What follows belongs to an exercise in optimizing a design on an open flow for small area; a production flow would make more cautious choices. In this exercise RTL edits were held to simulation tests only and were not proved equivalent to the original.

==> flow/design.v <==
`timescale 1ns/1ps
module key_decode (
    input  logic       clk25,
    input  logic       rst_n,
    input  logic       key_strobe,
    input  logic [7:0] key_code,
    output logic [2:0] turn,      
    output logic       restart
);
    localparam logic [1:0] DIR_UP    = 2'd0;
    localparam logic [1:0] DIR_DOWN  = 2'd1;
    localparam logic [1:0] DIR_LEFT  = 2'd2;
    localparam logic [1:0] DIR_RIGHT = 2'd3;
    logic       is_arrow;
    logic       is_restart;
    logic [1:0] key_dir;
    always_comb begin
        is_arrow = 1'b1;
        key_dir  = DIR_UP;
        case (key_code)
            8'h75:    key_dir = DIR_UP;
            8'h72:  key_dir = DIR_DOWN;
            8'h6B:  key_dir = DIR_LEFT;
            8'h74: key_dir = DIR_RIGHT;
            default:    is_arrow = 1'b0;
        endcase
    end
    assign is_restart = (key_code == 8'h29);
    always_ff @(posedge clk25 or negedge rst_n) begin
        if (!rst_n) begin
            turn    <= {1'b0, DIR_RIGHT};
            restart <= 1'b0;
        end else begin
            restart <= key_strobe && is_restart;   
            if (key_strobe && is_arrow) begin
                turn <= {1'b1, key_dir};
            end else if (key_strobe && is_restart) begin
                turn[2] <= 1'b0;
            end
        end
    end
endmodule
`timescale 1ns/1ps
module snake_execute (
    input  logic         clk25,
    input  logic         rst_n,
    input  logic         step,
    input  logic [2:0]   turn,      
    input  logic         restart,
    output logic [12:0]  head,
    output logic [5:0]   apple_x,
    output logic [5:0]   apple_y,
    output logic [3:0]   sc,        
    output logic [15:0]  lmask,     
    output logic [63:0]  uvec,      
    output logic [63:0]  vvec,
    output logic         dead
);
    localparam logic [1:0] DIR_UP    = 2'd0;
    localparam logic [1:0] DIR_DOWN  = 2'd1;
    localparam logic [1:0] DIR_LEFT  = 2'd2;
    localparam logic [1:0] DIR_RIGHT = 2'd3;
    logic [1:0]  dir;
    logic [1:0]  last_dir;
    logic [15:1] su, sv;        
    logic [15:2] lsu, lsv;      
    logic [5:0]  step_mod_x;
    logic [5:0]  step_mod_y;
    logic [6:0]  head_x;
    logic [5:0]  head_y;
    logic [12:0] head_nxt;
    logic        eat, grow, turn_ok, move;
    logic [15:0] cz;            
    assign su[1]      = ~last_dir[0];
    assign sv[1]      = last_dir[0] ^ last_dir[1];
    assign su[15:2]   = lsu;
    assign sv[15:2]   = lsv;
    function automatic logic [5:0] inc6(input logic [5:0] x);
        logic c;
        c = 1'b1;
        for (int k = 0; k < 6; k++) begin
            inc6[k] = x[k] ^ c;
            c = c & x[k];
        end
    endfunction
    always_comb begin
        case (sc)
            4'd0:    lmask = 16'h000F;
            4'd1:    lmask = 16'h001F;
            4'd2:    lmask = 16'h003F;
            4'd3:    lmask = 16'h007F;
            4'd4:    lmask = 16'h00FF;
            4'd5:    lmask = 16'h01FF;
            4'd6:    lmask = 16'h03FF;
            4'd7:    lmask = 16'h07FF;
            4'd8:    lmask = 16'h0FFF;
            4'd9:    lmask = 16'h1FFF;
            4'd10:   lmask = 16'h3FFF;
            4'd11:   lmask = 16'h7FFF;
            default: lmask = 16'hFFFF;
        endcase
    end
    function automatic integer wid(input integer i);
        wid = (i < 2) ? 1 : (i < 4) ? 2 : (i < 8) ? 3 : 4;
    endfunction
    assign uvec[3:0] = 4'd0;
    assign vvec[3:0] = 4'd0;
    assign cz[0]     = 1'b0;
    genvar g, k;
    generate
        for (g = 1; g < 16; g++) begin : chain
            localparam integer W = wid(g);
            logic [W-1:0] up, vp, ui, vi, cu, cv;
            assign up = uvec[4*(g-1) +: W];    
            assign vp = vvec[4*(g-1) +: W];
            for (k = 0; k < W; k++) begin : b
                if (g % 2 == 1) begin : dec
                    if (k == 0) begin : l
                        assign cu[k] = ~su[g];
                        assign cv[k] = ~sv[g];
                    end else begin : h
                        assign cu[k] = ~su[g] & ~(|up[k-1:0]);
                        assign cv[k] = ~sv[g] & ~(|vp[k-1:0]);
                    end
                end else begin : inc
                    if (k == 0) begin : l
                        assign cu[k] = su[g];
                        assign cv[k] = sv[g];
                    end else begin : h
                        assign cu[k] = su[g] & (&up[k-1:0]);
                        assign cv[k] = sv[g] & (&vp[k-1:0]);
                    end
                end
            end
            assign ui = up ^ cu;
            assign vi = vp ^ cv;
            if (W < 4) begin : ext
                assign uvec[4*g +: 4] = {{(4 - W){ui[W-1]}}, ui};
                assign vvec[4*g +: 4] = {{(4 - W){vi[W-1]}}, vi};
            end else begin : noext
                assign uvec[4*g +: 4] = ui;
                assign vvec[4*g +: 4] = vi;
            end
            if (g % 2 == 0) begin : z
                assign cz[g] = (ui == '0) && (vi == '0) && lmask[g];
            end else begin : nz
                assign cz[g] = 1'b0;
            end
        end
    endgenerate
    assign head_x = head[6:0];
    assign head_y = head[12:7];
    assign dead = head_x[6] || (head_y[5] && head_y[4]) || (|cz);
    logic       x_en, y_en, dn;
    logic [6:0] x_c, y_c_full;
    logic [5:0] y_c;
    assign dn   = ~dir[0];
    assign x_en = move & dir[1];
    assign y_en = move & ~dir[1];
    always_comb begin
        x_c[0] = x_en;
        for (int k = 1; k < 7; k++) x_c[k] = x_c[k-1] & (head_x[k-1] ^ dn);
        y_c[0] = y_en;
        for (int k = 1; k < 6; k++) y_c[k] = y_c[k-1] & (head_y[k-1] ^ dn);
    end
    assign head_nxt = {head_y ^ y_c, head_x ^ x_c};
    assign eat     = (head_x == {1'b0, apple_x}) && (head_y == apple_y);
    assign grow    = eat && !(sc[3] && sc[2]);         
    assign turn_ok = turn[2] && (turn[1] != last_dir[1]);
    assign move    = step && !dead;
    logic x_wrap, y_wrap;
    assign x_wrap = &step_mod_x[5:1];
    assign y_wrap = step_mod_y[5] && step_mod_y[3] && step_mod_y[2] && step_mod_y[1];
    always_ff @(posedge clk25 or negedge rst_n) begin
        if (!rst_n) begin
            head       <= {6'd0, 7'd3};
            lsu[3:2]   <= 2'b00;    
            lsv[3:2]   <= 2'b00;
            sc         <= 4'd0;
            dir        <= DIR_RIGHT;
            last_dir   <= DIR_RIGHT;
            apple_x    <= 6'(6);
            apple_y    <= 6'(0);
            step_mod_x <= '0;
            step_mod_y <= '0;
        end else if (restart) begin
            head       <= {6'd0, 7'd3};
            lsu[3:2]   <= 2'b00;
            lsv[3:2]   <= 2'b00;
            sc         <= 4'd0;
            dir        <= DIR_RIGHT;
            last_dir   <= DIR_RIGHT;
            apple_x    <= 6'(6);
            apple_y    <= 6'(0);
            step_mod_x <= '0;
            step_mod_y <= '0;
        end else begin
            if (turn_ok) begin
                dir <= turn[1:0];
            end
            if (step) begin
                step_mod_x <= x_wrap ? 6'd0 : inc6(step_mod_x);
                step_mod_y <= y_wrap ? 6'd0 : inc6(step_mod_y);
            end
            head <= head_nxt;             
            if (move) begin
                last_dir <= dir;
                lsu[3:2] <= su[2:1];
                lsv[3:2] <= sv[2:1];
                if (grow) begin
                    sc <= {sc[3] ^ (&sc[2:0]), sc[2] ^ (&sc[1:0]), sc[1] ^ sc[0], ~sc[0]};
                end
                if (eat) begin
                    apple_x <= step_mod_x;
                    apple_y <= step_mod_y;
                end
            end
        end
    end
    always_ff @(posedge clk25) begin
        if (move && !restart) begin
            lsu[15:4] <= su[14:3];
            lsv[15:4] <= sv[14:3];
        end
    end
endmodule
`timescale 1ns/1ps
module pixel_front (
    input  logic [19:0]  pix,      
    input  logic [12:0]  head,
    output logic         on_board,
    output logic [5:0]   cx,
    output logic [5:0]   cy,
    output logic         fit,      
    output logic         z0,       
    output logic         par,      
    output logic [4:0]   hu,
    output logic [4:0]   hv,
    output logic [4:1]   fu,       
    output logic [4:1]   fv
);
    logic [9:0]  px;
    logic [9:0]  py;
    logic [6:0]  dx;
    logic [5:0]  dy;
    logic [5:0]  du, dv;
    assign px = pix[19:10];
    assign py = pix[9:0];
    always_comb begin
        cx = 6'(px / 10'(10));
        cy = 6'(py / 10'(10));
    end
    assign on_board = !(px[9] && (px[8] || px[7]))
                   && !(py[9] || (&py[8:5]));
    function automatic logic [6:0] radd(input logic [6:0] a, input logic [6:0] b, input logic ci);
        logic c;
        c = ci;
        for (int k = 0; k < 7; k++) begin
            radd[k] = a[k] ^ b[k] ^ c;
            c = (a[k] & b[k]) | (c & (a[k] ^ b[k]));
        end
    endfunction
    logic [6:0] dy7, du7, dv7;
    assign dx  = radd({1'b0, cx}, ~head[6:0], 1'b1);
    assign dy7 = radd({1'b0, cy}, {1'b1, ~head[12:7]}, 1'b1);
    assign dy  = dy7[5:0];
    assign fit = (dx[6:4] == 3'b000 || dx[6:4] == 3'b111)
              && (dy[5:4] == 2'b00  || dy[5:4] == 2'b11);
    assign du7 = radd({2'b00, dx[4], dx[4:0]}, {2'b00, dy[4], dy[4:0]}, 1'b0);
    assign dv7 = radd({2'b00, dx[4], dx[4:0]}, {2'b11, ~dy[4], ~dy[4:0]}, 1'b1);
    assign du  = du7[5:0];
    assign dv  = dv7[5:0];
    assign hu  = du[5:1];
    assign hv  = dv[5:1];
    assign par = du[0];
    assign z0  = (dx == '0) && (dy == '0);
    genvar w;
    generate
        for (w = 1; w <= 4; w++) begin : fits
            assign fu[w] = (hu[4:w-1] == '0) || (hu[4:w-1] == '1);
            assign fv[w] = (hv[4:w-1] == '0) || (hv[4:w-1] == '1);
        end
    endgenerate
endmodule
module pixel_result (
    input  logic         clk25,
    input  logic         rst_n,
    input  logic [19:0]  pix,      
    input  logic [12:0]  head,
    input  logic [5:0]   apple_x,
    input  logic [5:0]   apple_y,
    input  logic [15:0]  lmask,    
    input  logic [63:0]  uvec,
    input  logic [63:0]  vvec,
    output logic [1:0]   q         
);
    logic        on_board;
    logic [5:0]  cx, cy;
    logic        fit, z0, par;
    logic [4:0]  hu, hv;
    logic [4:1]  fu, fv;
    logic [15:0] m;
    logic        hit_snake, hit_apple;
    pixel_front i_front (
        .pix       (pix),
        .head      (head),
        .on_board  (on_board),
        .cx        (cx),
        .cy        (cy),
        .fit       (fit),
        .z0        (z0),
        .par       (par),
        .hu        (hu),
        .hv        (hv),
        .fu        (fu),
        .fv        (fv)
    );
    function automatic integer wid(input integer i);
        wid = (i < 2) ? 1 : (i < 4) ? 2 : (i < 8) ? 3 : 4;
    endfunction
    assign m[0] = z0;
    genvar g;
    generate
        for (g = 1; g < 16; g++) begin : cmp
            localparam integer W = wid(g);
            assign m[g] = (par == 1'(g % 2)) && fu[W] && fv[W]
                       && (hu[W-1:0] == uvec[4*g +: W])
                       && (hv[W-1:0] == vvec[4*g +: W])
                       && lmask[g];
        end
    endgenerate
    assign hit_snake = fit && (|m);
    assign hit_apple = (cx == apple_x) && (cy == apple_y);
    always_ff @(posedge clk25 or negedge rst_n) begin
        if (!rst_n) begin
            q <= 2'b00;
        end else begin
            q[1] <= on_board && !hit_snake;
            q[0] <= on_board && (hit_snake || !hit_apple);
        end
    end
endmodule
`timescale 1ns/1ps
module snake_top (
    input  logic        clk25,
    input  logic        rst_n,
    input  logic        key_strobe,
    input  logic [7:0]  key_code,
    input  logic        step,
    input  logic [19:0] pix,
    output logic [11:0] rgb,
    output logic [12:0] head,
    output logic [12:0] apple,
    output logic [6:0]  score,
    output logic        dead
);
    logic [2:0]  turn;
    logic        restart;
    logic [5:0]  apple_x, apple_y;
    logic [3:0]  sc;
    logic [15:0] lmask;
    logic [63:0] uvec, vvec;
    logic [1:0]  q;
    key_decode i_key_decode (
        .clk25      (clk25),
        .rst_n      (rst_n),
        .key_strobe (key_strobe),
        .key_code   (key_code),
        .turn       (turn),
        .restart    (restart)
    );
    snake_execute i_snake_execute (
        .clk25   (clk25),
        .rst_n   (rst_n),
        .step    (step),
        .turn    (turn),
        .restart (restart),
        .head    (head),
        .apple_x (apple_x),
        .apple_y (apple_y),
        .sc      (sc),
        .lmask   (lmask),
        .uvec    (uvec),
        .vvec    (vvec),
        .dead    (dead)
    );
    pixel_result i_pixel_result (
        .clk25   (clk25),
        .rst_n   (rst_n),
        .pix     (pix),
        .head    (head),
        .apple_x (apple_x),
        .apple_y (apple_y),
        .lmask   (lmask),
        .uvec    (uvec),
        .vvec    (vvec),
        .q       (q)
    );
    assign apple = {apple_y, 1'b0, apple_x};
    assign score = {3'b000, sc};
    assign rgb   = {{4{q[1] & q[0]}}, {4{q[1]}}, {4{q[0]}}};
endmodule
==> flow/flow/run.sh <==
#!/bin/bash
# ORFS layout through standard.sh, with these changes to how it is made:
#  - synthesis: ABC maps the pixel path (pix -> rgb registers) for delay and
#    everything else for area (abc_pix.script, abc_area.script, ABC_AREA 1);
#  - port buffers are buf_1 cells;
#  - CTS inserts no dummy loads and uses clkbuf_4/clkbuf_8 buffers.
set -uo pipefail
rm -rf scripts_mod
cp -r "$FLOW_HOME/scripts" scripts_mod
cp flow/abc_area.script flow/abc_pix.script scripts_mod/
python3 flow/patch_synth.py scripts_mod/synth.tcl > patch.log 2>&1 || exit 1
export SCRIPTS_DIR=$PWD/scripts_mod
export BUFFER_PORTS_ARGS="-buffer_cell sky130_fd_sc_hd__buf_1"
export CTS_ARGS="-sink_clustering_enable -repair_clock_nets -dont_use_dummy_load -buf_list {sky130_fd_sc_hd__clkbuf_4 sky130_fd_sc_hd__clkbuf_8} -root_buf sky130_fd_sc_hd__clkbuf_8"
bash standard.sh > standard.log 2>&1
==> flow/flow/abc_area.script <==
strash
dch
amap
topo
stime -c
==> flow/flow/abc_pix.script <==
strash
dch
map -D 2000
topo
==> flow/flow/patch_synth.py <==
# Patch a copy of ORFS's synth.tcl: map the logic in the pixel input's cone
# (pix -> rgb registers) with a delay-driven ABC script first, then the rest
# with the area script.
import sys
p = sys.argv[1]
s = open(p).read()
old = "  log_cmd abc {*}$abc_args\n"
new = '''  set a_pix [lreplace $abc_args 1 1 $::env(SCRIPTS_DIR)/abc_pix.script]
  select -set pixl w:pix %co* t:sky130_fd_sc_hd__* %d
  log_cmd abc {*}$a_pix @pixl
  select -clear
  log_cmd abc {*}$abc_args
'''
assert s.count(old) == 1
open(p, 'w').write(s.replace(old, new))
==> flow/standard.sh <==
#!/bin/bash
# synth_recipe.tcl (not shown) runs the flow's synth.tcl, then flattens the netlist and writes it again
# the make line also repeats each setting of config.mk as NAME=value (left out here)
make -C /OpenROAD-flow-scripts/flow DESIGN_CONFIG=/design/flow/config.mk WORK_HOME=/design/flow/orfs CLKGATE_MAP_FILE= SYNTH_SCRIPT=/design/flow/synth_recipe.tcl "${@:-finish}"
==> flow/config.mk <==
export PLATFORM = sky130hd
export DESIGN_NAME = snake_top
export DESIGN_NICKNAME = snake_top
export VERILOG_FILES = /design/flow/design.v
export SDC_FILE = /design/flow/constraint.sdc
export NUM_CORES = 4
export LEC_CHECK = 0
export ABC_AREA = 1
export CAP_MARGIN = 0
export CORE_MARGIN = 2
export CORE_UTILIZATION = 60
export GPL_TIMING_DRIVEN = 0
export PLACE_DENSITY = 0.75
export SLEW_MARGIN = 0
==> flow/constraint.sdc <==
create_clock -name core_clock -period 10.0 [get_ports {clk25}]
set_input_delay 2.0000 -clock core_clock [delete_from_list [all_inputs] [get_ports {clk25}]]
set_output_delay 2.0000 -clock core_clock [all_outputs]
set_load 0.01 [all_outputs]
==> qor.yml, run 1 <==
routing:
  routed-wl-met3_mm: 1.29
  met2RoutedLength_mm: 10.9
  via_count: 8105
  drt_drc_violations_left: 0
  drt_pass1_iterations: 6
  drt_wirelength_mm: 22.0
  wl_met1_mm: 9.20
  dr.max_layer_used: "met4"
  drt-initial-drc-count: 631
  avgViaCountPerCell: 5.93
  route.detailed.wl_per_inst_um: 16.1
  antenna_left: 0
grt:
  grt_start_max_net_pins: 40
  grt_use_total_pct: 31.1
  grt_antenna_before_repair: 0
  first_global_vias: 7463
  first_pass_grt_wire_length_mm: 35.8
  grt_overflow: 0
floorplanning:
  start_util_pct: 62.1
  die_y_um: 119
  floorplan.die_area_um2: 14200
  floorplan.rows: 41
  io-pin-count: 78
  core_area_um2: 12800
  die-width_um: 119
placement:
  placement.io_buffers: 71
  gp_congestion: 0.902
  dpl.cell_count: 1335
  dp_hpwl_mm: 16.5
clocking:
  clock-sinks: 79
  cts_max_path_buffers: 2
  tritoncts.num_buffers: 9
  cts_tree: "yes"
  worstSkewPairLatency_ns: 0.39
  clkSlewWorstSetupHoldPaths_ns: 0.09
  cts_max_level: 3
  clock_tree.root_cell: "clkbuf_8"
logic_synthesis:
  yosysSeqAreaShare_pct: 26.6
  syn_area_per_cell_um2: 7.29
  number_of_flops_mapped_to_enable_cells_by_yosys: 24
  netlist_instances: 1087
  synthFlopType: "dfrtp_1"
  netlist-cell-type-count: 50
  ys_ff_latch: 79
  syn_area_um2: 7930
  synth_warnings: 4
  postSynth.asyncResetShare_pct: 69.6
sta:
  report.final.slew_viol_count: 0
  final_clock_period_utilization_by_the_worst_path_pct: 95.6
  fin_crit_ns: 9.56
  transition_at_the_pin_with_the_smallest_max_transition_slack_ns: 0.828
  final.setup_skew_ns: 0.0335
  slew_headroom_pct: 44.7
  setup-violations-final: 0
  setup-tns-final_ns: 0
  final_hold_viol_count: 0
  setup_repair_after_global_routing_missed_its_margin: "true"
  maxClockFrequency_mhz: 105
final_layout:
  final_nets: 1296
  most-common-layout-cells: "220 x clkinv_1, 119 x nand2_1, 115 x nor2_1"
  syn_to_final_growth_pct: 13.6
  core_utilization_of_the_finished_layout_pct: 70.5
  mostFrequentLayoutCell: "clkinv_1"
  finalNonFillerCells: 1367
  n_antenna_cell: 0
  final_layout_size_suffix_gt1_share_pct: 9.62
worst_setup_path:
  cp_slowest_stage_delay_ns: 0.51
  timing.critical_path.mode_cell: "nand4_1"
  critical_path.startpoint_type: "primary input"
  timing_worst_setup_path_type: "in2reg"
  crit_slowest_cell: "fa_1"
  worstSetupEndpointType: "flop"
  worstPathArrival_ns: 9.78
  cp.required_ns: 10.22
  crit_path_max_fanout: 6
job:
  max_cap_violations: 0
outcome:
  run_status: "no timing/DRC/antenna violations"
worst_hold_path:
  min-delay-path-class: "reg2reg"
metal layers:
metal	GRT usage, %	vias up
met2	53.9	301
met1	39.2	3724
li1	-	4026
met5	0	-
met4	10.6	0
met3	5.27	54
worst paths after layout:
path,startpoint,endpoint,slack [ns],cells past startpoint
min in group asynchronous,rst_n,i_key_decode.turn[2],1.55,1
worst min register to register,i_snake_execute.lsv[5],i_snake_execute.lsv[6],0.47,0
max in group asynchronous,rst_n,i_snake_execute.head[0],7.84,2
worst max register to register,i_snake_execute.last_dir[0],i_pixel_result.q[0],0.87,45
worst max-delay path,pix[7],i_pixel_result.q[0],0.44,45
worst min-delay path,i_snake_execute.lsv[5],i_snake_execute.lsv[6],0.47,0
cell type report:
class	count	area [µm²]
multi-input cells	772	5120
repair buffers	96	490
flip-flops and latches	79	2110
clock buffers	9	124
plain buffers	13	97.6
fillers	1106	3760
well taps	172	215
inverters	226	852
what timing repair did:
item,CTS,global route
pin swaps,5,10
setup endpoints to repair,2,8
hold buffers,0,0
setup buffers,8,15
resized for setup,14,59
through the flow:
step	setup slack, ns	cell area [µm²]	hold slack, ns
CTS	0.0181	8700	0.464
global placement	-1.64	8420	0.441
detailed placement	-1.69	8470	0.448
finish	0.441	9010	0.465
floorplan	0.375	7940	0.435
global route	-0.0632	9010	0.492
synth_stat cells (all sizes together), types with 20 or more instances:
cell type	number	area, µm²
dfrtp	45	1130
nand3	55	275
nor3	22	110
xnor2	20	175
nand4	32	200
a21oi	58	290
xor2	27	236
ha	48	601
clkinv	226	848
edfxtp	24	721
nand2	126	473
a221oi	22	193
o22ai	42	263
nor2	117	439
o21ai	64	320
registers in the layout, summed over array words and instances (netlist names):
signal / flops
i_key_decode.restart: 1
i_key_decode.turn: 3
i_pixel_result.q: 2
i_snake_execute.apple_x: 6
i_snake_execute.apple_y: 6
i_snake_execute.dir: 2
i_snake_execute.head: 13
i_snake_execute.last_dir: 2
i_snake_execute.lsu: 14
i_snake_execute.lsv: 14
i_snake_execute.sc: 4
i_snake_execute.step_mod_x: 6
i_snake_execute.step_mod_y: 6
cells by family (layout without fill, tap and decap cells):
group / Yosys count / count (layout) / synth area share, %
and+or+nand+nor: 388 / 388 / 22.0
AOI/OAI and AO/OA: 265 / 265 / 21.6
other: 1 / 4 / 0.0473
xor gates and xnor gates: 48 / 48 / 5.52
adders and majority gates: 67 / 67 / 12.4
DFF: 79 / 79 / 26.6
buffers and inverters: 239 / 344 / 11.9
critical path: cells and delay by family:
kind / cells / cell delay, ns
adders and majority gates: 7 / 2.72
AOI/OAI and AO/OA: 10 / 1.60
buffers and inverters: 7 / 0.81
and+or+nand+nor: 21 / 2.64
==> run 2, diff against run 1 <==
--- a/flow/config.mk
+++ b/flow/config.mk
@@ -8,7 +8,8 @@
 export ABC_AREA = 1
 export CAP_MARGIN = 0
 export CORE_MARGIN = 2
-export CORE_UTILIZATION = 60
+export CORE_UTILIZATION = 40
 export GPL_TIMING_DRIVEN = 0
-export PLACE_DENSITY = 0.75
+export PLACE_DENSITY = 0.6
+export SETUP_SLACK_MARGIN = -0.2
 export SLEW_MARGIN = 0
==> run 2 against run 1 <==
Worst setup slack worse by 0.047 ns. Synthesized area unchanged. Final area down 0.49%.
==> qor.yml, run 2 <==
clocking:
  worstSkewPairLatency_ns: 0.40
  cts_max_path_buffers: 2
  cts_tree: "yes"
  clock-sinks: 79
  tritoncts.num_buffers: 9
  clock_tree.root_cell: "clkbuf_8"
  clkSlewWorstSetupHoldPaths_ns: 0.08
  cts_max_level: 3
  cts_hold_buffers: 0
sta:
  transition_at_the_pin_with_the_smallest_max_transition_slack_ns: 0.929
  final.setup_skew_ns: 0.0416
  setup-violations-final: 0
  worst_hold_slack_ns: 0.482
  maxClockFrequency_mhz: 104
  final_clock_period_utilization_by_the_worst_path_pct: 96.1
  setup_repair_after_global_routing_missed_its_margin: "true"
  final_hold_viol_count: 0
  report.final.slew_viol_count: 0
  finalWorstSetupSlack_ns: 0.395
  fin_crit_ns: 9.61
  slew_headroom_pct: 38.0
final_layout:
  final_nets: 1289
  n_antenna_cell: 0
  largestRegisters: "i_snake_execute.lsu (14), i_snake_execute.lsv (14), i_snake_execute.head (13)"
  final_layout_size_suffix_gt1_share_pct: 7.32
  syn_to_final_growth_pct: 13.1
  most-common-layout-cells: "224 x clkinv_1, 125 x nand2_1, 115 x nor2_1"
  mostFrequentLayoutCell: "clkinv_1"
outcome:
  run_status: "no timing/DRC/antenna violations"
logic_synthesis:
  ys_ff_latch: 79
  synth_warnings: 4
  synth.area.top_cells: "dfrtp_1 14%, clkinv_1 11%, edfxtp_1 9.1%, ha_1 7.6%, nand2_1 6.0%"
  netlist-cell-type-count: 50
  synthFlopType: "dfrtp_1"
  synth_top_cells_by_count: "226 x clkinv_1, 126 x nand2_1, 117 x nor2_1"
  synth.largest_area_cell: "dfrtp_1"
  synth_top_cell_area_share_pct: 14.2
  number_of_flops_mapped_to_enable_cells_by_yosys: 24
  yosysSeqAreaShare_pct: 26.6
  syn_area_per_cell_um2: 7.29
  syn_area_um2: 7930
  post-synth-top-count-cell: "clkinv_1"
  netlist_instances: 1087
  postSynth.asyncResetShare_pct: 69.6
grt:
  first_global_vias: 7149
  grt_use_total_pct: 21.5
  grt_start_max_net_pins: 31
  grt_overflow: 0
  first_pass_grt_wire_length_mm: 35.3
  grt_antenna_before_repair: 0
worst_setup_path:
  cp_slowest_stage_delay_ns: 0.59
  crit_slowest_cell: "dfstp_2"
  critPathBufInv: 12
  cp.required_ns: 8.00
  timing_worst_setup_path_type: "reg2out"
  critPathTopFamily: "adder cells"
  critical_path.startpoint_type: "flop"
  worstSetupEndpointType: "output pin"
  worstPathArrival_ns: 7.61
  crit_path_max_fanout: 6
routing:
  antenna_left: 0
  via_count: 7793
  drt_drc_violations_left: 0
  drt_pass1_iterations: 7
  drt_wirelength_mm: 22.2
  avgViaCountPerCell: 5.36
  route.detailed.wl_per_inst_um: 15.2
  drt-initial-drc-count: 496
placement:
  gp_congestion: 0.882
  placement.io_buffers: 71
  dp_hpwl_mm: 17.3
  dp_slack_ns: -1.69
floorplanning:
  floorplan.rows: 51
  die-width_um: 145
  io-pin-count: 78
  start_util_pct: 40.7
  die_y_um: 145
  floorplan.die_area_um2: 21000
  core_area_um2: 19500
worst_hold_path:
  min-delay-path-class: "reg2reg"
job:
  max_cap_violations: 0
run 2: routing by layer:
metal	up-vias	GRT usage, %	share of wire, %
met4	0	5.11	1.9
met1	3585	28.2	46
met2	170	36.2	47
met5	-	0	0
li1	4008	-	-
met3	30	4.67	4.8
run 2: what timing repair did:
action,4_1_cts,5_1_grt
pin swaps,5,3
gates resized for setup,12,32
buffers inserted,7,10
endpoints found under the setup margin,2,8
run 2: cells by family (layout without fill, tap and decap cells):
group,Yosys count,count (layout),synth area share (%)
simple gates,388,388,22.0
compound gates,265,265,21.6
buf+inv,239,337,11.9
flops,79,79,26.6
fa+ha+maj,67,67,12.4
xor+xnor,48,48,5.52
other cells,1,4,0.0473
run 2: area by class of cell:
| class | instances | area, µm² |
|---|---|---|
| Timing Repair Buffer | 89 | 428 |
| Sequential cell | 79 | 2110 |
| Buffer | 13 | 97.6 |
| Inverter | 226 | 853 |
| Tap cell | 265 | 332 |
| Fill cell | 2040 | 10500 |
| Multi-Input combinational cell | 772 | 5020 |
| Clock buffer | 9 | 124 |
run 2: worst paths after layout:
path                            slack, ns                       endpoint                        start  cells after the start
min in group asynchronous            1.60  i_snake_execute.step_mod_x[3]                        rst_n                      1
worst max-delay path                 0.39                           dead  i_snake_execute.last_dir[0]                     30
max in group asynchronous            7.68           i_key_decode.turn[0]                        rst_n                      2
worst min-delay path                 0.48         i_snake_execute.lsv[6]       i_snake_execute.lsv[5]                      0
worst max register to register       0.64        i_snake_execute.head[6]  i_snake_execute.last_dir[0]                     42
worst min register to register       0.48         i_snake_execute.lsv[6]       i_snake_execute.lsv[5]                      0
run 2: metrics by stage:
stage                     area (µm²)  std cells  utilization, %  setup TNS, ns
after global routing            8960       1453            46.1         -0.697
after global placement          8540       1426            43.9          -7.33
after CTS                       8780       1443            45.1         -0.218
after floorplan                 7940       1090               -              0
final                           8960       1453            46.1              0
after detailed placement        8570       1427            44.0          -2.66
==> run 3, diff against run 2 <==
--- a/flow/config.mk
+++ b/flow/config.mk
@@ -11,5 +11,5 @@
 export CORE_UTILIZATION = 40
 export GPL_TIMING_DRIVEN = 0
 export PLACE_DENSITY = 0.6
-export SETUP_SLACK_MARGIN = -0.2
+export SETUP_SLACK_MARGIN = -0.35
 export SLEW_MARGIN = 0
==> run 3 against run 2 <==
Highest routed layer unchanged. Maximum frequency down 1.4%. Die area unchanged. Clock skew down 0.00061 ns. Synthesized cell count unchanged. Via count down 0.50%. Still clean on timing, DRC and antenna. Global-route usage about the same.
==> qor.yml, run 3 <==
final_layout:
  most-common-layout-cells: "224 x clkinv_1, 125 x nand2_1, 115 x nor2_1"
  seqCellArea_um2: 2110
  finalNonFillerCells: 1449
  num-fill-cells: 2048
  final_layout_size_suffix_gt1_share_pct: 6.67
  fin_area_um2: 8900
  multi_input_comb_area_um2: 4990
  final_nets: 1285
  largestRegisters: "i_snake_execute.lsu (14), i_snake_execute.lsv (14), i_snake_execute.head (13)"
  core_utilization_of_the_finished_layout_pct: 45.8
  mostFrequentLayoutCell: "clkinv_1"
  n_antenna_cell: 0
  syn_to_final_growth_pct: 12.3
routing:
  antenna_left: 0
  drt-initial-drc-count: 463
  avgViaCountPerCell: 5.35
  route.detailed.wl_per_inst_um: 15.3
  drt_wirelength_mm: 22.1
  drt_pass1_iterations: 5
  drt_drc_violations_left: 0
  via_count: 7754
placement:
  gp_congestion: 0.882
  dp_slack_ns: -1.69
  dpl.cell_count: 1427
  dp_hpwl_mm: 17.3
  dpl_cell_area_um2: 8570
  placement.io_buffers: 71
logic_synthesis:
  ys_ff_latch: 79
  syn_area_um2: 7930
  netlist_instances: 1087
  yosysSeqAreaShare_pct: 26.6
  synthFlopType: "dfrtp_1"
  synth_warnings: 4
  post-synth-top-count-cell: "clkinv_1"
  syn_area_per_cell_um2: 7.29
  synth_top_cells_by_count: "226 x clkinv_1, 126 x nand2_1, 117 x nor2_1"
  netlist-cell-type-count: 50
  number_of_flops_mapped_to_enable_cells_by_yosys: 24
  synth.area.top_cells: "dfrtp_1 14%, clkinv_1 11%, edfxtp_1 9.1%, ha_1 7.6%, nand2_1 6.0%"
  synth_top_cell_area_share_pct: 14.2
  synth.largest_area_cell: "dfrtp_1"
  postSynth.asyncResetShare_pct: 69.6
job:
  max_cap_violations: 0
clocking:
  clock_tree.root_cell: "clkbuf_8"
  tritoncts.num_buffers: 9
  cts_hold_buffers: 0
  cts_tree: "yes"
  cts_max_level: 3
  worstSkewPairLatency_ns: 0.40
  cts_max_path_buffers: 2
  clkSlewWorstSetupHoldPaths_ns: 0.08
  clock-sinks: 79
grt:
  first_pass_grt_wire_length_mm: 35.2
  grt_overflow: 0
  grt_antenna_before_repair: 0
  first_global_vias: 7126
  grt_start_max_net_pins: 31
  grt_use_total_pct: 21.5
sta:
  transition_at_the_pin_with_the_smallest_max_transition_slack_ns: 0.918
  setup-tns-final_ns: 0
  slew_headroom_pct: 38.8
  final_hold_viol_count: 0
  fin_crit_ns: 9.74
  worst_hold_slack_ns: 0.482
  finalWorstSetupSlack_ns: 0.258
  final.setup_skew_ns: 0.0410
  report.final.slew_viol_count: 0
  maxClockFrequency_mhz: 103
  final_clock_period_utilization_by_the_worst_path_pct: 97.4
  setup-violations-final: 0
floorplanning:
  io-pin-count: 78
  floorplan.die_area_um2: 21000
  floorplan.rows: 51
  start_util_pct: 40.7
  die_y_um: 145
  die-width_um: 145
  core_area_um2: 19500
worst_setup_path:
  timing_worst_setup_path_type: "in2reg"
  crit_path_max_fanout: 6
  worstPathArrival_ns: 9.95
  crit_slowest_cell: "fa_1"
  cp_slowest_stage_delay_ns: 0.57
  timing.rr.start: "i_snake_execute.last_dir[0]"
  cp.required_ns: 10.21
  timing.critical_path.mode_cell: "nand2_1"
  rrSetupSlack_ns: 0.59
  critical_path.startpoint_type: "primary input"
  logic_depth_of_the_worst_register_to_register_path: 45
  worstSetupEndpointType: "flop"
  regToRegEndpoint: "i_snake_execute.head[6]"
worst_hold_path:
  holdPathEnd: "i_snake_execute.lsv[6]"
  whs_path_depth: 0
  min-delay-path-class: "reg2reg"
  worstHoldStart: "i_snake_execute.lsv[5]"
outcome:
  run_status: "no timing/DRC/antenna violations"
## run 3: cell count changes in the layout (fill, tap and decap cells not counted), moves of 2 or more
cell and delta:
buf_4 -4, o21ai_1 -2, nand3_1 +3, o21ai_0 +3, nand3_2 -3
## run 3: area by class of cell
| class | instances | area share (%) |
|---|---|---|
| Inverter | 226 | 9.61 |
| Timing Repair Buffer | 85 | 4.47 |
| Sequential cell | 79 | 23.7 |
| Clock buffer | 9 | 1.39 |
| Tap cell | 265 | 3.72 |
| Buffer | 13 | 1.10 |
| Multi-Input combinational cell | 772 | 56.0 |
## run 3: worst max-delay path, delay by kind of cell
kind | cells | cell delay (ns)
AND/OR/NAND/NOR | 23 | 2.90
buffers and inverters | 8 | 0.86
adder cells (fa/ha/maj) | 7 | 2.49
AO/OA/AOI/OAI | 9 | 1.68
## run 3: logic make-up (layout without fill, tap and decap cells)
| kind of cell | count (synthesis) | in the layout | share of synthesized area, % |
|---|---|---|---|
| simple gates | 388 | 388 | 22.0 |
| compound gates | 265 | 265 | 21.6 |
| buf+inv | 239 | 333 | 11.9 |
| flops | 79 | 79 | 26.6 |
| fa+ha+maj | 67 | 67 | 12.4 |
| xor+xnor | 48 | 48 | 5.52 |
| other cells | 1 | 4 | 0.0473 |
## run 3: how the worst max path moves through the flow
stage	start	endpoint	slack [ns]	cells after the start
2_1_floorplan	pix[7]	i_pixel_result.q[0]	0.37	43
4_1_cts	pix[7]	i_pixel_result.q[0]	-0.30	45
3_5_place_dp	pix[7]	i_pixel_result.q[0]	-1.69	39
5_1_grt	pix[7]	i_pixel_result.q[0]	-0.36	47
3_3_place_gp	pix[7]	i_pixel_result.q[0]	-1.64	41
6_report	pix[7]	i_pixel_result.q[0]	0.26	47
## run 3: metal layers
layer,GRT usage (%),part of all wire [%]
met5,0,0
met4,5.11,1.9
met3,4.67,5.4
met2,36.1,47
met1,28.2,46
## run 3: repair_timing
action | 4_1_cts | 5_1_grt
pin swaps | 2 | 4
setup endpoints to repair | 2 | 7
gates resized for setup | 10 | 25
buffers inserted | 4 | 9
endpoints found under the hold margin | 0 | 0
==> run 4, diff against run 3 <==
--- a/flow/flow/run.sh
+++ b/flow/flow/run.sh
@@ -12,4 +12,5 @@
 export SCRIPTS_DIR=$PWD/scripts_mod
 export BUFFER_PORTS_ARGS="-buffer_cell sky130_fd_sc_hd__buf_1"
 export CTS_ARGS="-sink_clustering_enable -repair_clock_nets -dont_use_dummy_load -buf_list {sky130_fd_sc_hd__clkbuf_4 sky130_fd_sc_hd__clkbuf_8} -root_buf sky130_fd_sc_hd__clkbuf_8"
+export SKIP_INCREMENTAL_REPAIR=1
 bash standard.sh > standard.log 2>&1
--- a/flow/config.mk
+++ b/flow/config.mk
@@ -11,5 +11,4 @@
 export CORE_UTILIZATION = 40
 export GPL_TIMING_DRIVEN = 0
 export PLACE_DENSITY = 0.6
-export SETUP_SLACK_MARGIN = -0.35
 export SLEW_MARGIN = 0
==> run 4 against run 3 <==
Now fails the layout checks on negative setup slack. Worst setup slack lost 0.32 ns. Non-clock buffer count decreased by 6. Maximum frequency down 3.2%. Final area fell by 1.3%.
==> qor.yml, run 4 <==
outcome:
  run_status: "complete, but fails checks"
  check-failures: "negative setup slack"
final_layout:
  most-common-layout-cells: "224 x clkinv_1, 126 x nand2_1, 116 x nor2_1"
  final_layout_size_suffix_gt1_share_pct: 5.18
  final_nets: 1279
  mostFrequentLayoutCell: "clkinv_1"
  largestRegisters: "i_snake_execute.lsu (14), i_snake_execute.lsv (14), i_snake_execute.head (13)"
  syn_to_final_growth_pct: 10.9
  n_antenna_cell: 0
routing:
  antenna_left: 0
  dr.max_layer_used: "met4"
  route.detailed.wl_per_inst_um: 15.3
  via_count: 7738
  drt-initial-drc-count: 467
  routed-wl-met3_mm: 1.33
  avgViaCountPerCell: 5.36
  wl_met1_mm: 10.0
  drt_pass1_iterations: 5
  met2RoutedLength_mm: 10.3
  drt_wirelength_mm: 22.0
  drt_drc_violations_left: 0
floorplanning:
  floorplan.die_area_um2: 21000
  start_util_pct: 40.7
  die-width_um: 145
  die_y_um: 145
  io-pin-count: 78
  core_area_um2: 19500
  floorplan.rows: 51
clocking:
  worstSkewPairLatency_ns: 0.40
  cts_max_level: 3
  clkSlewWorstSetupHoldPaths_ns: 0.07
  tritoncts.num_buffers: 9
  cts_resized: 17
  clock-sinks: 79
  post-cts-setup-buffers: 7
  cts_hold_buffers: 0
  clock_tree.root_cell: "clkbuf_8"
  cts_max_path_buffers: 2
  cts_tree: "yes"
job:
  max_cap_violations: 0
worst_setup_path:
  crit_slowest_cell: "fa_1"
  cp_slowest_stage_delay_ns: 0.54
  timing_worst_setup_path_type: "in2reg"
  critPathBufInv: 6
  timing.critical_path.mode_cell: "nand2_1"
  worstSetupEndpointType: "flop"
  crit_path_max_fanout: 6
  worstPathArrival_ns: 10.25
  critPathLaunch: "pix[7]"
  critPathTopFamily: "simple AND/OR/NAND/NOR gates"
  cp.required_ns: 10.18
  timing.rr.start: "i_snake_execute.last_dir[0]"
  critical_path.startpoint_type: "primary input"
worst_hold_path:
  worstHoldStart: "i_snake_execute.lsv[5]"
  min-delay-path-class: "reg2reg"
placement:
  dp_slack_ns: -1.69
  placement.io_buffers: 71
  gp_congestion: 0.882
  dp_hpwl_mm: 17.3
logic_synthesis:
  syn_area_per_cell_um2: 7.29
  postSynth.asyncResetShare_pct: 69.6
  syn_area_um2: 7930
  number_of_flops_mapped_to_enable_cells_by_yosys: 24
  ys_ff_latch: 79
  synth_top_cells_by_count: "226 x clkinv_1, 126 x nand2_1, 117 x nor2_1"
  netlist-cell-type-count: 50
  synth.largest_area_cell: "dfrtp_1"
  post-synth-top-count-cell: "clkinv_1"
  synthFlopType: "dfrtp_1"
  synth_top_cell_area_share_pct: 14.2
  synth_warnings: 4
  yosysSeqAreaShare_pct: 26.6
  netlist_instances: 1087
  synth.area.top_cells: "dfrtp_1 14%, clkinv_1 11%, edfxtp_1 9.1%, ha_1 7.6%, nand2_1 6.0%"
grt:
  grt_overflow: 0
  grt_start_max_net_pins: 31
  grt_antenna_before_repair: 0
  first_pass_grt_wire_length_mm: 35.3
  grt_use_total_pct: 21.5
  first_global_vias: 7152
sta:
  final_clock_period_utilization_by_the_worst_path_pct: 101
  fin_crit_ns: 10.06
  final.setup_skew_ns: 0.0406
  report.final.slew_viol_count: 0
  slew_headroom_pct: 38.9
  maxClockFrequency_mhz: 99.4
  setup-violations-final: 1
  setup-tns-final_ns: -0.0645
  transition_at_the_pin_with_the_smallest_max_transition_slack_ns: 0.917
  finalWorstSetupSlack_ns: -0.0645
  final_hold_viol_count: 0
run 4: worst paths after layout:
check	end	slack (ns)	cells after the start
max reg2reg	i_snake_execute.head[6]	0.31	43
min reg2reg	i_snake_execute.lsv[6]	0.48	0
max in group asynchronous	i_key_decode.turn[0]	7.67	2
min in group asynchronous	i_snake_execute.step_mod_x[3]	1.61	1
min	i_snake_execute.lsv[6]	0.48	0
max	i_pixel_result.q[0]	-0.06	45
run 4: kinds of logic after synthesis:
group           synth area share (%)
compound gates                  21.6
xor+xnor                        5.52
fa+ha+maj                       12.4
buf+inv                         11.9
flops                           26.6
other cells                   0.0473
simple gates                    22.0
run 4: layer usage:
layer | vias up | global-route usage [%]
met4 | 0 | 5.11
li1 | 3989 | -
met5 | - | 0
met2 | 201 | 36.3
met1 | 3519 | 28.2
met3 | 29 | 4.71
run 4: final cells by class:
type	instances	area, µm²
timing repair buffer	79	340
clock buffer	9	124
buffer	13	97.6
fill	2060	10700
inverter	226	851
sequential	79	2110
multi-input combinational	772	4940
tap	265	332
run 4: per-stage QoR:
stage                     cells  cell area, µm²  utilization (%)  hold WS, ns
after floorplan            1090            7940                -        0.435
after global placement     1426            8540             43.9        0.440
after detailed placement   1427            8570             44.0        0.449
after CTS                  1443            8790             45.2        0.479
after global routing       1443            8790             45.2        0.508
final                      1443            8790             45.2        0.482
==> run 5, diff against run 4 <==
--- a/flow/flow/run.sh
+++ b/flow/flow/run.sh
@@ -12,5 +12,4 @@
 export SCRIPTS_DIR=$PWD/scripts_mod
 export BUFFER_PORTS_ARGS="-buffer_cell sky130_fd_sc_hd__buf_1"
 export CTS_ARGS="-sink_clustering_enable -repair_clock_nets -dont_use_dummy_load -buf_list {sky130_fd_sc_hd__clkbuf_4 sky130_fd_sc_hd__clkbuf_8} -root_buf sky130_fd_sc_hd__clkbuf_8"
-export SKIP_INCREMENTAL_REPAIR=1
 bash standard.sh > standard.log 2>&1
==> run 5 against run 4 <==
Now clean on timing, DRC and antenna. Flip-flop and latch count unchanged. Global-route usage unchanged. Final cell count increased by 0.28%. Synthesized area unchanged. Maximum frequency increased by 5.0%. Utilization increased by 0.93 points. Largest cell class unchanged.
==> qor.yml, run 5 <==
outcome:
  run_status: "no timing/DRC/antenna violations"
grt:
  first_global_vias: 7152
  grt_overflow: 0
  grtUsageMet2_pct: 36.3
  grt_antenna_before_repair: 0
  grt_start_max_net_pins: 31
  groute.layer.met3.usage_pct: 4.71
  first_pass_grt_wire_length_mm: 35.3
  grt-busiest-layer: "met2"
  grt_use_total_pct: 21.5
  global_route.usage.met1_pct: 28.2
sta:
  worst_hold_slack_ns: 0.483
  setup-violations-final: 0
  slew_headroom_pct: 38.0
  final_hold_viol_count: 0
  maxClockFrequency_mhz: 104
  final_clock_period_utilization_by_the_worst_path_pct: 95.8
  transition_at_the_pin_with_the_smallest_max_transition_slack_ns: 0.931
  final.setup_skew_ns: 0.0396
  setup_repair_after_global_routing_missed_its_margin: "true"
  fin_crit_ns: 9.58
  report.final.slew_viol_count: 0
logic_synthesis:
  synthFlopType: "dfrtp_1"
  syn_area_per_cell_um2: 7.29
  post-synth-top-count-cell: "clkinv_1"
  synth.area.top_cells: "dfrtp_1 14%, clkinv_1 11%, edfxtp_1 9.1%, ha_1 7.6%, nand2_1 6.0%"
  postSynth.asyncResetShare_pct: 69.6
  synth_top_cells_by_count: "226 x clkinv_1, 126 x nand2_1, 117 x nor2_1"
  number_of_flops_mapped_to_enable_cells_by_yosys: 24
  yosysSeqAreaShare_pct: 26.6
  syn_area_um2: 7930
  synth_top_cell_area_share_pct: 14.2
  synth_warnings: 4
  netlist_instances: 1087
  netlist-cell-type-count: 50
  ys_ff_latch: 79
  synth.largest_area_cell: "dfrtp_1"
final_layout:
  largestRegisters: "i_snake_execute.lsu (14), i_snake_execute.lsv (14), i_snake_execute.head (13)"
  syn_to_final_growth_pct: 13.1
  final_layout_size_suffix_gt1_share_pct: 7.78
  fin_area_um2: 8970
  n_antenna_cell: 0
  final_nets: 1283
  most-common-layout-cells: "223 x clkinv_1, 123 x nand2_1, 114 x nor2_1"
  mostFrequentLayoutCell: "clkinv_1"
floorplanning:
  die_y_um: 145
  start_util_pct: 40.7
  die-width_um: 145
  io-pin-count: 78
  core_area_um2: 19500
  floorplan.die_area_um2: 21000
  floorplan.rows: 51
routing:
  antenna_left: 0
  drt_wirelength_mm: 22.2
  route.detailed.wl_per_inst_um: 15.3
  drt-initial-drc-count: 458
  drt_pass1_iterations: 5
  via_count: 7829
  drt_drc_violations_left: 0
  avgViaCountPerCell: 5.41
worst_setup_path:
  crit_slowest_cell: "fa_2"
  worstPathArrival_ns: 9.79
  timing_worst_setup_path_type: "in2reg"
  worstSetupEndpointType: "flop"
  crit_path_max_fanout: 11
  cp_slowest_stage_delay_ns: 0.81
  cp.required_ns: 10.21
  critical_path.startpoint_type: "primary input"
placement:
  placement.io_buffers: 71
  dp_hpwl_mm: 17.3
  gp_congestion: 0.882
  dpl_cell_area_um2: 8570
clocking:
  clkSlewWorstSetupHoldPaths_ns: 0.08
  clock-sinks: 79
  cts_tree: "yes"
  cts_max_level: 3
  tritoncts.num_buffers: 9
  worstSkewPairLatency_ns: 0.40
  clock_tree.root_cell: "clkbuf_8"
  cts_hold_buffers: 0
  cts_max_path_buffers: 2
worst_hold_path:
  min-delay-path-class: "reg2reg"
job:
  max_cap_violations: 0
==> run 5: cell types whose count changed in the layout (fill, tap and decap cells not counted), moves of 4 or more <==
cell,previous run,this run
o21ai_0,61,49
nand3_1,53,49
buf_4,20,24
nand3_2,2,6
o21ai_1,2,9
o21ai_2,1,5
a21oi_1,55,51
==> run 5: repair_timing <==
item | in CTS | in global routing
gates resized for setup | 17 | 44
pin swaps | 5 | 6
buffers inserted | 7 | 4
endpoints found under the setup margin | 3 | 9
==> run 5: final timing paths <==
kind                                        startpoint                            end  slack [ns]  cells after the start
setup reg to reg           i_snake_execute.last_dir[0]        i_snake_execute.head[6]        0.95                     46
hold / removal                  i_snake_execute.lsv[5]         i_snake_execute.lsv[6]        0.48                      0
min in group asynchronous                        rst_n  i_snake_execute.step_mod_x[3]        1.61                      1
max in group asynchronous                        rst_n           i_key_decode.turn[0]        7.68                      2
hold reg to reg                 i_snake_execute.lsv[5]         i_snake_execute.lsv[6]        0.48                      0
setup / recovery                                pix[7]            i_pixel_result.q[0]        0.42                     40
==> run 5: worst max-delay path, delay by kind of cell <==
| family | cells | cell delay, ns |
|---|---|---|
| compound gates | 13 | 2.49 |
| fa+ha+maj | 5 | 2.35 |
| simple gates | 16 | 2.03 |
| buf+inv | 6 | 0.90 |
==> run 5: logic make-up (layout without fill, tap and decap cells) <==
group           count (synthesis)  count (layout)  synth area share, %
flops                          79              79                 26.6
other cells                     1               4               0.0473
simple gates                  388             388                 22.0
compound gates                265             265                 21.6
fa+ha+maj                      67              67                 12.4
xor+xnor                       48              48                 5.52
buf+inv                       239             331                 11.9
==> run 5: final cells by class <==
cell class | count | area (µm²)
plain buffers | 13 | 97.6
flip-flops and latches | 79 | 2110
clock buffers | 9 | 124
inverters | 226 | 851
fillers | 2027 | 10500
well taps | 265 | 332
multi-input cells | 772 | 5090
repair buffers | 83 | 370
==> run 5: stage by stage <==
stage	setup TNS [ns]	cells	worst slack, ns	utilization [%]
floorplan	0	1090	0.375	-
global placement	-7.33	1426	-1.64	43.9
detailed placement	-2.66	1427	-1.69	44.0
CTS	0	1443	0.0313	45.2
global route	-0.193	1447	-0.193	46.1
finish	0	1447	0.416	46.1
==> run 5: per-layer routing <==
metal / vias to the layer above / wire length (µm)
li1: 4001 / -
met1: 3599 / 10000
met5: - / 0
met4: 0 / 372
met2: 204 / 10500
met3: 25 / 1350
==> run 6, diff against run 5 <==
--- a/flow/config.mk
+++ b/flow/config.mk
@@ -11,4 +11,5 @@
 export CORE_UTILIZATION = 40
 export GPL_TIMING_DRIVEN = 0
 export PLACE_DENSITY = 0.6
+export SETUP_SLACK_MARGIN = -0.3
 export SLEW_MARGIN = 0
==> run 6 against run 5 <==
Synthesized cell count stayed put. Non-clock buffer count is 2 higher. Critical path depth grew 7. Flip-flop and latch count is the same. Sequential share of layout area increased by 0.18 points. First-iteration DRC count up 10%. Worst hold slack about the same. Die area stayed put. Highest routed layer unchanged.
==> qor.yml, run 6 <==
outcome:
  run_status: "no timing/DRC/antenna violations"
worst_setup_path:
  cp.required_ns: 10.21
  critPathTopFamily: "simple AND/OR/NAND/NOR gates"
  timing.rr.start: "i_snake_execute.last_dir[0]"
  critPathBufInv: 8
  crit_path_max_fanout: 6
  timing.critical_path.mode_cell: "nand2_1"
  crit_slowest_cell: "fa_1"
  worstPathArrival_ns: 9.92
  timing_worst_setup_path_type: "in2reg"
  rrSetupSlack_ns: 0.58
  cp_slowest_stage_delay_ns: 0.57
  critical_path.startpoint_type: "primary input"
  logic_depth_of_the_worst_register_to_register_path: 45
  worstSetupEndpointType: "flop"
  regToRegEndpoint: "i_snake_execute.head[6]"
floorplanning:
  io-pin-count: 78
  die_y_um: 145
  start_util_pct: 40.7
  core_area_um2: 19500
  floorplan.die_area_um2: 21000
  floorplan.rows: 51
  die-width_um: 145
placement:
  gp_congestion: 0.882
  dp_slack_ns: -1.69
  dp_hpwl_mm: 17.3
  placement.io_buffers: 71
worst_hold_path:
  worstHoldStart: "i_snake_execute.lsv[5]"
  holdPathEnd: "i_snake_execute.lsv[6]"
  whs_path_depth: 0
  min-delay-path-class: "reg2reg"
clocking:
  cts_tree: "yes"
  cts_max_level: 3
  cts_max_path_buffers: 2
  clock_tree.root_cell: "clkbuf_8"
  worstSkewPairLatency_ns: 0.40
  clkSlewWorstSetupHoldPaths_ns: 0.08
  clock-sinks: 79
  tritoncts.num_buffers: 9
logic_synthesis:
  number_of_flops_mapped_to_enable_cells_by_yosys: 24
  syn_area_um2: 7930
  netlist-cell-type-count: 50
  synth.largest_area_cell: "dfrtp_1"
  yosysSeqAreaShare_pct: 26.6
  netlist_instances: 1087
  post-synth-top-count-cell: "clkinv_1"
  postSynth.asyncResetShare_pct: 69.6
  synth.area.top_cells: "dfrtp_1 14%, clkinv_1 11%, edfxtp_1 9.1%, ha_1 7.6%, nand2_1 6.0%"
  synth_top_cells_by_count: "226 x clkinv_1, 126 x nand2_1, 117 x nor2_1"
  synthFlopType: "dfrtp_1"
  syn_area_per_cell_um2: 7.29
  synth_warnings: 4
  ys_ff_latch: 79
  synth_top_cell_area_share_pct: 14.2
sta:
  slew_headroom_pct: 38.7
  report.final.slew_viol_count: 0
  finalWorstSetupSlack_ns: 0.288
  setup-violations-final: 0
  final_clock_period_utilization_by_the_worst_path_pct: 97.1
  worst_hold_slack_ns: 0.482
  final.setup_skew_ns: 0.0407
  final_hold_viol_count: 0
  transition_at_the_pin_with_the_smallest_max_transition_slack_ns: 0.920
  maxClockFrequency_mhz: 103
  fin_crit_ns: 9.71
  setup_repair_after_global_routing_missed_its_margin: "true"
final_layout:
  syn_to_final_growth_pct: 12.3
  largestRegisters: "i_snake_execute.lsu (14), i_snake_execute.lsv (14), i_snake_execute.head (13)"
  num-fill-cells: 2048
  most-common-layout-cells: "224 x clkinv_1, 125 x nand2_1, 115 x nor2_1"
  n_antenna_cell: 0
  mostFrequentLayoutCell: "clkinv_1"
  final_nets: 1285
  final_layout_size_suffix_gt1_share_pct: 6.67
grt:
  grt_antenna_before_repair: 0
  grt_start_max_net_pins: 31
  first_pass_grt_wire_length_mm: 35.2
  grt_use_total_pct: 21.5
  first_global_vias: 7126
  grt_overflow: 0
routing:
  via_count: 7744
  drt-initial-drc-count: 506
  antenna_left: 0
  drt_pass1_iterations: 5
  route.detailed.wl_per_inst_um: 15.2
  drt_drc_violations_left: 0
  avgViaCountPerCell: 5.34
  drt_wirelength_mm: 22.1
job:
  max_cap_violations: 0
==> run 6: area by class of cell <==
cell class | count | area, µm² | area share (%)
repair buffers | 85 | 398 | 4.47
clock buffers | 9 | 124 | 1.39
multi-input cells | 772 | 4990 | 56.0
inverters | 226 | 856 | 9.61
flip-flops and latches | 79 | 2110 | 23.7
well taps | 265 | 332 | 3.72
plain buffers | 13 | 97.6 | 1.10
==> run 6: timing repair <==
| action | CTS | global route |
|---|---|---|
| gates resized for setup | 10 | 25 |
| hold buffers | 0 | 0 |
| pin swaps | 2 | 4 |
| endpoints found under the setup margin | 2 | 7 |
| setup buffers | 4 | 9 |
==> run 6: worst max path at each step <==
stage	start	to	slack (ns)	depth (start not counted)
global placement	pix[7]	i_pixel_result.q[0]	-1.64	41
global route	pix[7]	i_pixel_result.q[0]	-0.36	47
finish	pix[7]	i_pixel_result.q[0]	0.29	47
CTS	pix[7]	i_pixel_result.q[0]	-0.30	45
detailed placement	pix[7]	i_pixel_result.q[0]	-1.69	39
floorplan	pix[7]	i_pixel_result.q[0]	0.37	43
==> run 6: worst reg2reg max path, delay by kind of cell, from the launching register on <==
kind,cells,cell delay (ns)
buffers and inverters,15,1.80
adders and majority gates,11,3.62
DFF,1,0.59
and+or+nand+nor,10,1.45
AOI/OAI and AO/OA,9,1.89
==> run 6: cells by family after synthesis <==
| kind of cell | synth area share, % |
|---|---|
| AND/OR/NAND/NOR | 22.0 |
| AO/OA/AOI/OAI | 21.6 |
| buffers and inverters | 11.9 |
| flip-flops | 26.6 |
| adder cells (fa/ha/maj) | 12.4 |
| XOR/XNOR | 5.52 |
| other | 0.0473 |
==> run 6: per-layer routing <==
layer	global-route usage (%)	part of all wire, %
met2	36.1	47
met1	28.2	46
met5	0	0
met4	5.11	1.8
met3	4.67	5.7
==> run 6: through the flow <==
step | setup TNS (ns) | utilization (%) | std cells | instance area (µm²)
detailed placement | -2.66 | 44.0 | 1427 | 8570
finish | 0 | 45.8 | 1449 | 8900
CTS | -0.326 | 45.0 | 1440 | 8750
global placement | -7.33 | 43.9 | 1426 | 8540
global route | -1.27 | 45.8 | 1449 | 8900
floorplan | 0 | - | 1090 | 7940
==> run 7, diff against run 6 <==
--- a/flow/flow/run.sh
+++ b/flow/flow/run.sh
@@ -11,5 +11,5 @@
 python3 flow/patch_synth.py scripts_mod/synth.tcl > patch.log 2>&1 || exit 1
 export SCRIPTS_DIR=$PWD/scripts_mod
 export BUFFER_PORTS_ARGS="-buffer_cell sky130_fd_sc_hd__buf_1"
-export CTS_ARGS="-sink_clustering_enable -repair_clock_nets -dont_use_dummy_load -buf_list {sky130_fd_sc_hd__clkbuf_4 sky130_fd_sc_hd__clkbuf_8} -root_buf sky130_fd_sc_hd__clkbuf_8"
+export CTS_ARGS="-sink_clustering_enable -repair_clock_nets -dont_use_dummy_load -buf_list {sky130_fd_sc_hd__clkbuf_4 sky130_fd_sc_hd__clkbuf_8} -root_buf sky130_fd_sc_hd__clkbuf_8 -sink_clustering_size 30 -sink_clustering_max_diameter 150"
 bash standard.sh > standard.log 2>&1
--- a/flow/config.mk
+++ b/flow/config.mk
@@ -11,5 +11,4 @@
 export CORE_UTILIZATION = 40
 export GPL_TIMING_DRIVEN = 0
 export PLACE_DENSITY = 0.6
-export SETUP_SLACK_MARGIN = -0.3
 export SLEW_MARGIN = 0
==> run 7 against run 6 <==
Still clean. Register-to-register slack better by 0.37 ns. Wire length is 0.60% higher. Non-clock buffer count is 2 lower. Clock skew is 0.0011 ns lower. Sequential share of layout area is 0.18 points lower. Utilization is 0.34 points higher. Via count is 1.1% higher. Clock-buffer cell count stayed put.
==> qor.yml, run 7 <==
outcome:
  run_status: "no timing/DRC/antenna violations"
logic_synthesis:
  post-synth-top-count-cell: "clkinv_1"
  synth_compound_area_share_pct: 21.6
  synthFlopType: "dfrtp_1"
  synth_top_cells_by_count: "226 x clkinv_1, 126 x nand2_1, 117 x nor2_1"
  netlist-cell-type-count: 50
  syn_area_um2: 7930
  yosysSeqAreaShare_pct: 26.6
  synth_top_cell_area_share_pct: 14.2
  synth_warnings: 4
  yosys-mux-area-fraction_pct: 0
  postSynth.asyncResetShare_pct: 69.6
  ys_ff_latch: 79
  yosys.area_share.xor_xnor_pct: 5.52
  syn_area_per_cell_um2: 7.29
  synth_top_family_by_area: "simple AND/OR/NAND/NOR gates"
  fraction_of_the_mapped_netlist_area_in_adder_cells_pct: 12.4
  netlist_instances: 1087
  synth.largest_area_cell: "dfrtp_1"
  number_of_flops_mapped_to_enable_cells_by_yosys: 24
  synthSimpleGateAreaFrac_pct: 22.0
  synth.area.top_cells: "dfrtp_1 14%, clkinv_1 11%, edfxtp_1 9.1%, ha_1 7.6%, nand2_1 6.0%"
grt:
  first_global_vias: 7152
  grt_use_total_pct: 21.5
  grt_start_max_net_pins: 31
  grt_overflow: 0
  grt_antenna_before_repair: 0
  first_pass_grt_wire_length_mm: 35.3
worst_setup_path:
  timing.rr.start: "i_snake_execute.last_dir[0]"
  critPathBufInv: 6
  regToRegEndpoint: "i_snake_execute.head[6]"
  cp_slowest_stage_delay_ns: 0.81
  timing_worst_setup_path_type: "in2reg"
  critPathTopFamily: "compound AO/OA/AOI/OAI gates"
  logic_depth_of_the_worst_register_to_register_path: 46
  worstPathArrival_ns: 9.79
  critical_path.startpoint_type: "primary input"
  worstSetupEndpointType: "flop"
  crit_slowest_cell: "fa_2"
  crit_path_max_fanout: 11
  rrSetupSlack_ns: 0.95
  cp.required_ns: 10.21
sta:
  final.setup_skew_ns: 0.0396
  final_clock_period_utilization_by_the_worst_path_pct: 95.8
  worst_hold_slack_ns: 0.483
  maxClockFrequency_mhz: 104
  setup-violations-final: 0
  report.final.slew_viol_count: 0
  slew_headroom_pct: 38.0
  fin_crit_ns: 9.58
  final_hold_viol_count: 0
  transition_at_the_pin_with_the_smallest_max_transition_slack_ns: 0.931
  finalWorstSetupSlack_ns: 0.416
  setup_repair_after_global_routing_missed_its_margin: "true"
floorplanning:
  io-pin-count: 78
  floorplan.die_area_um2: 21000
  die-width_um: 145
  die_y_um: 145
  floorplan.rows: 51
  core_area_um2: 19500
  start_util_pct: 40.7
clocking:
  clock-sinks: 79
  worstSkewPairLatency_ns: 0.40
  cts_max_level: 3
  cts_tree: "yes"
  tritoncts.num_buffers: 9
  cts_max_path_buffers: 2
  clkSlewWorstSetupHoldPaths_ns: 0.08
  clock_tree.root_cell: "clkbuf_8"
routing:
  route.detailed.wl_per_inst_um: 15.3
  drt_wirelength_mm: 22.2
  drt-initial-drc-count: 458
  antenna_left: 0
  via_count: 7829
  drt_drc_violations_left: 0
  avgViaCountPerCell: 5.41
  drt_pass1_iterations: 5
worst_hold_path:
  whs_path_depth: 0
  holdPathEnd: "i_snake_execute.lsv[6]"
  min-delay-path-class: "reg2reg"
  worstHoldStart: "i_snake_execute.lsv[5]"
final_layout:
  final_nets: 1283
  syn_to_final_growth_pct: 13.1
  mostFrequentLayoutCell: "clkinv_1"
  most-common-layout-cells: "223 x clkinv_1, 123 x nand2_1, 114 x nor2_1"
  n_antenna_cell: 0
  final_layout_size_suffix_gt1_share_pct: 7.78
  finalNonFillerCells: 1447
  largestRegisters: "i_snake_execute.lsu (14), i_snake_execute.lsv (14), i_snake_execute.head (13)"
  fin_area_um2: 8970
job:
  max_cap_violations: 0
placement:
  placement.io_buffers: 71
  dp_hpwl_mm: 17.3
  dpl_cell_area_um2: 8570
  gp_congestion: 0.882
  dp_slack_ns: -1.69
  dpl.cell_count: 1427
==> run 7: kinds of logic (layout without fill, tap and decap cells) <==
| group | Yosys count | after routing |
|---|---|---|
| other | 1 | 4 |
| xor gates and xnor gates | 48 | 48 |
| adders and majority gates | 67 | 67 |
| buffers and inverters | 239 | 331 |
| AOI/OAI and AO/OA | 265 | 265 |
| DFF | 79 | 79 |
| and+or+nand+nor | 388 | 388 |
==> run 7: layout make-up <==
type / instances / area (µm²)
Inverter: 226 / 851
Clock buffer: 9 / 124
Fill cell: 2027 / 10500
Sequential cell: 79 / 2110
Buffer: 13 / 97.6
Tap cell: 265 / 332
Timing Repair Buffer: 83 / 370
Multi-Input combinational cell: 772 / 5090
==> run 7: repair_timing <==
action | CTS | global route
hold buffers | 0 | 0
pin swaps | 5 | 6
setup endpoints to repair | 3 | 9
resized for setup | 17 | 44
buffers inserted | 7 | 4
==> run 7: worst max-delay path by stage <==
stage          startpoint             endpoint  cells past startpoint
6_report           pix[7]  i_pixel_result.q[0]                     40
5_1_grt            pix[7]  i_pixel_result.q[0]                     45
4_1_cts            pix[7]  i_pixel_result.q[0]                     42
3_5_place_dp       pix[7]  i_pixel_result.q[0]                     39
3_3_place_gp       pix[7]  i_pixel_result.q[0]                     41
2_1_floorplan      pix[7]  i_pixel_result.q[0]                     43
==> run 7: through the flow <==
stage / TNS, ns / util (%)
after floorplan: 0 / -
after global placement: -7.33 / 43.9
after global routing: -0.193 / 46.1
after CTS: 0 / 45.2
final: 0 / 46.1
after detailed placement: -2.66 / 44.0
==> run 7: layer usage <==
metal / vias to the layer above / routed length [µm] / GRT usage, %
li1: 4001 / - / -
met1: 3599 / 10000 / 28.2
met2: 204 / 10500 / 36.3
met3: 25 / 1350 / 4.71
met4: 0 / 372 / 5.11
met5: - / 0 / 0

afterwards: timing with drivers on the ports:
The flow's constraints put no driver on any port. The routed layouts listed below were extracted and timed again, unchanged, in two steps.
Step 1 sets driving cells, clkbuf_16 on the clock port and buf_2 on the other inputs (assumed; they add their load-dependent delay and slew).
Step 2 times the ports against the registers' clock, not the clock port: input delays grow and output delays shrink by t, the midpoint of the rising clock arrivals with the driver on.
Slacks: no drivers / after step 1 / after step 2; pairs: no drivers / after step 1.
run | t, ns | setup slack, ns | slew at the worst register clock pin (ns)
run 1 | 0.411 | 0.441 / 0.460 / 0.049 | 0.10 / 0.10
run 2 | 0.421 | 0.395 / 0.356 / -0.007 | 0.11 / 0.11
run 3 | 0.419 | 0.258 / 0.276 / -0.144 | 0.11 / 0.11
run 4 | 0.420 | -0.065 / -0.046 / -0.467 | 0.11 / 0.11
run 5 | 0.419 | 0.416 / 0.434 / 0.015 | 0.11 / 0.11
run 6 | 0.420 | 0.288 / 0.284 / -0.114 | 0.11 / 0.11
run 7 | 0.419 | 0.416 / 0.434 / 0.015 | 0.11 / 0.11
With both steps, setup timing fails in run 2, run 3 and run 6, where it was met with ideal ports.
